Background: an optimization exercise with open tools, aiming at small area, a short achievable clock period and few clock cycles per item. Do not read the settings as production practice.
In this exercise RTL edits were held to simulation tests only and were not proved equivalent to the original.
No activity file was given, so power comes from the tool's default toggle rates.

exp/umber:
## multitap_dtmf_tone_generator
module multitap_dtmf_tone_generator (
	input  logic        clk,
	input  logic        arst_n,
	input  logic        s_tvalid,
	output logic        s_tready,
	input  logic [7:0]  s_tdata,    
	input  logic        s_tuser,    
	output logic        m_tvalid,
	input  logic        m_tready,
	output logic [23:0] m_tdata,    
	output logic        m_tlast,    
	input  logic        cfg_valid,
	output logic        cfg_ready,
	input  logic [2:0]  cfg_index,
	input  logic [63:0] cfg_data
);
	logic [47:0] low_steps_q;
	logic [63:0] high_steps_q;
	logic [14:0] amplitude_q;
	logic [15:0] tone_last_q;
	logic [15:0] short_last_q;
	logic        short_zero_q;
	logic [15:0] letter_last_q;
	logic        letter_zero_q;
	logic [15:0] len_last;
	logic        len_zero;
	logic        skid_v;
	logic        in_ready;
	logic [8:0]  skid_d;
	logic        v1;
	logic [8:0]  d1;
	logic        adv, fire;
	logic        seq_tone;
	logic [14:0] seq_lo_val, seq_hi_val;
	logic        seq_lo_neg, seq_hi_neg;
	logic        seq_act, seq_done, seq_rej;
	logic        v2;
	logic        tone2;
	logic [14:0] lo_val2, hi_val2;
	logic        lo_neg2, hi_neg2;
	logic        act2, done2, rej2;
	logic [16:0] sum_raw, sum_d;
	logic        v3;
	logic [16:0] sum3;
	logic        act3, done3, rej3;
	logic [15:0] ha_d, hb_d;
	logic        hc_d;
	logic        v4;
	logic [4:0]  sh4;
	logic [15:0] ha4, hb4;
	logic        hc4;
	logic        act4, done4, rej4;
	logic [16:0] sample_d;
	logic        vo;
	logic [16:0] sample_q;
	logic        act_q, done_q, rej_q;
	assign cfg_ready = 1'b1;
	assign len_zero = (cfg_data[15:0] == 16'd0);
	assign len_last = len_zero ? 16'd0 : cfg_data[15:0] - 16'd1;
	always_ff @(posedge clk) begin
		if (!arst_n) begin
			low_steps_q   <= '0;
			high_steps_q  <= '0;
			amplitude_q   <= 15'd16384;
			tone_last_q   <= 16'd3999;
			short_last_q  <= 16'd399;
			short_zero_q  <= 1'b0;
			letter_last_q <= 16'd3999;
			letter_zero_q <= 1'b0;
		end else if (cfg_valid) begin
			case (cfg_index)
  ...
==> flow/config.mk <==
export PLATFORM = sky130hd
export DESIGN_NAME = multitap_dtmf_tone_generator
export DESIGN_NICKNAME = multitap_dtmf_tone_generator
export VERILOG_FILES = /design/flow/design.v
export SDC_FILE = /design/flow/constraint.sdc
export NUM_CORES = 4
export LEC_CHECK = 0
export ABC_AREA = 1
export CAP_MARGIN = 20
export CORE_MARGIN = 2
export CORE_UTILIZATION = 60
export SETUP_SLACK_MARGIN = 4.8
export SLEW_MARGIN = 20
export TNS_END_PERCENT = 5
==> flow/constraint.sdc <==
create_clock -name core_clock -period 9.0 [get_ports {clk}]
set_input_delay 1.8000 -clock core_clock [delete_from_list [all_inputs] [get_ports {clk}]]
set_output_delay 1.8000 -clock core_clock [all_outputs]
set_load 0.01 [all_outputs]
run.sh (not shown) runs the stock make flow with config.mk's settings and CLKGATE_MAP_FILE= SYNTH_SCRIPT=/design/flow/synth_recipe.tcl, a recipe that flattens the netlist after the stock synthesis.
Testbench counts of exp/umber, summed over its fixed seeds: cycles 76,989, items 76,773.
Edits applied to the flow inputs when going from exp/umber to exp/raven:
# exp/umber
export LEC_CHECK = 0
export ABC_AREA = 1
export CAP_MARGIN = 20
export CORE_MARGIN = 2
export CORE_UTILIZATION = 60
export SETUP_SLACK_MARGIN = 4.8
export SLEW_MARGIN = 20
export TNS_END_PERCENT = 5
create_clock -name core_clock -period 9.0 [get_ports {clk}]
# exp/raven
export LEC_CHECK = 0
export CAP_MARGIN = 20
export CORE_MARGIN = 2
export CORE_UTILIZATION = 50
export SETUP_SLACK_MARGIN = 4.8
export SLEW_MARGIN = 20
export TNS_END_PERCENT = 5
create_clock -name core_clock -period 9.0 [get_ports {clk}]
In exp/raven, the post-layout net count came out 448 below the value in exp/umber. Largest net degree at the start of global routing: exp/raven vs exp/umber down 22. exp/umber was smaller in final cell area than exp/raven. Power drawn by the sequential cells delta for exp/raven relative to exp/umber: about 7% lower. Between exp/raven and exp/umber, the sequential cell area in the final layout figures differ only marginally. Changes observed in exp/raven relative to exp/umber: minimum clock period saw an increase; reported leakage power saw a decrease; via count saw a decrease; number of inverters outside the clock class in the layout saw a decrease.
The inputs of exp/harbor differ from those of exp/raven as listed below.
# exp/raven
export LEC_CHECK = 0
export CAP_MARGIN = 20
export CORE_MARGIN = 2
export CORE_UTILIZATION = 50
export SETUP_SLACK_MARGIN = 4.8
export SLEW_MARGIN = 20
export TNS_END_PERCENT = 5
create_clock -name core_clock -period 9.0 [get_ports {clk}]
# exp/harbor
export LEC_CHECK = 0
export ABC_AREA = 1
export CAP_MARGIN = 20
export CORE_MARGIN = 2
export CORE_UTILIZATION = 70
export SETUP_SLACK_MARGIN = 4.8
export SLEW_MARGIN = 20
export TNS_END_PERCENT = 5
create_clock -name core_clock -period 9.0 [get_ports {clk}]
Findings:
Comparing exp/raven and exp/harbor, the higher wire length the detailed router placed on met1 is on exp/raven.
The final reports for exp/harbor and exp/raven show critical path depth higher in the former.
Synthesized area went down slightly going from exp/raven to exp/harbor.
[diff] smallest setup slack after layout, exp/harbor relative to exp/raven: improvement
Of exp/raven and exp/harbor, the lower die area belongs to exp/harbor.
Synthesized-area fraction occupied by ao, oa, aoi and oai cells | exp/harbor below exp/raven
Input-level comparison between exp/zinc and exp/harbor:
# exp/harbor
export LEC_CHECK = 0
export ABC_AREA = 1
export CAP_MARGIN = 20
export CORE_MARGIN = 2
export CORE_UTILIZATION = 70
export SETUP_SLACK_MARGIN = 4.8
export SLEW_MARGIN = 20
export TNS_END_PERCENT = 5
create_clock -name core_clock -period 9.0 [get_ports {clk}]
# exp/zinc
export LEC_CHECK = 0
export ABC_AREA = 1
export CAP_MARGIN = 20
export CORE_MARGIN = 2
export CORE_UTILIZATION = 50
export SETUP_SLACK_MARGIN = 4.8
export SLEW_MARGIN = 20
export TNS_END_PERCENT = 5
create_clock -name core_clock -period 9.0 [get_ports {clk}]
Findings:
Comparing area growth from synthesis to layout for exp/harbor and exp/zinc, the smaller number came from exp/harbor. Total power: exp/zinc below exp/harbor. Comparing die area for exp/harbor and exp/zinc, the smaller number came from exp/harbor. As far as post-synthesis register bit count goes, exp/zinc and exp/harbor are indistinguishable; the numbers are identical. Minimum clock period after layout is higher on exp/harbor. On exp/zinc: fmax is 5.0% higher than what exp/harbor gave.

[static timing again, ports no longer ideal]
How much do the figures lean on ideal ports? The routed layouts below were timed once more, with nothing changed but the port constraints. Step 1, drivers: a clkbuf_16 drives clk and a buf_2 each remaining input, both assumed. Step 2 also shifts input and output timing later by t, the mid clock arrival at the registers, as if the neighbouring blocks saw the same clock. a / b / c = ideal / step 1 / step 2; a / b = the first two.
run | shift t [ns] | setup slack, ns | latest minus earliest clock arrival (ns) | worst data-port slew with drivers (ns) | cell pins on the clock port's net
exp/umber | 0.634 | 4.580 / 4.580 / 4.489 | 0.031 / 0.032 | 0.04 | 1
exp/raven | 0.641 | 4.164 / 4.164 / 3.742 | 0.021 / 0.020 | 0.07 | 1
exp/harbor | 0.639 | 4.392 / 4.392 / 4.242 | 0.028 / 0.027 | 0.05 | 1
exp/zinc | 0.653 | 4.611 / 4.611 / 4.479 | 0.037 / 0.037 | 0.09 | 1
After both steps setup and hold are still met in every run listed. For exp/raven, which loses most, drivers alone change the setup slack by 0.000 ns; drivers and shift together by -0.422 ns.
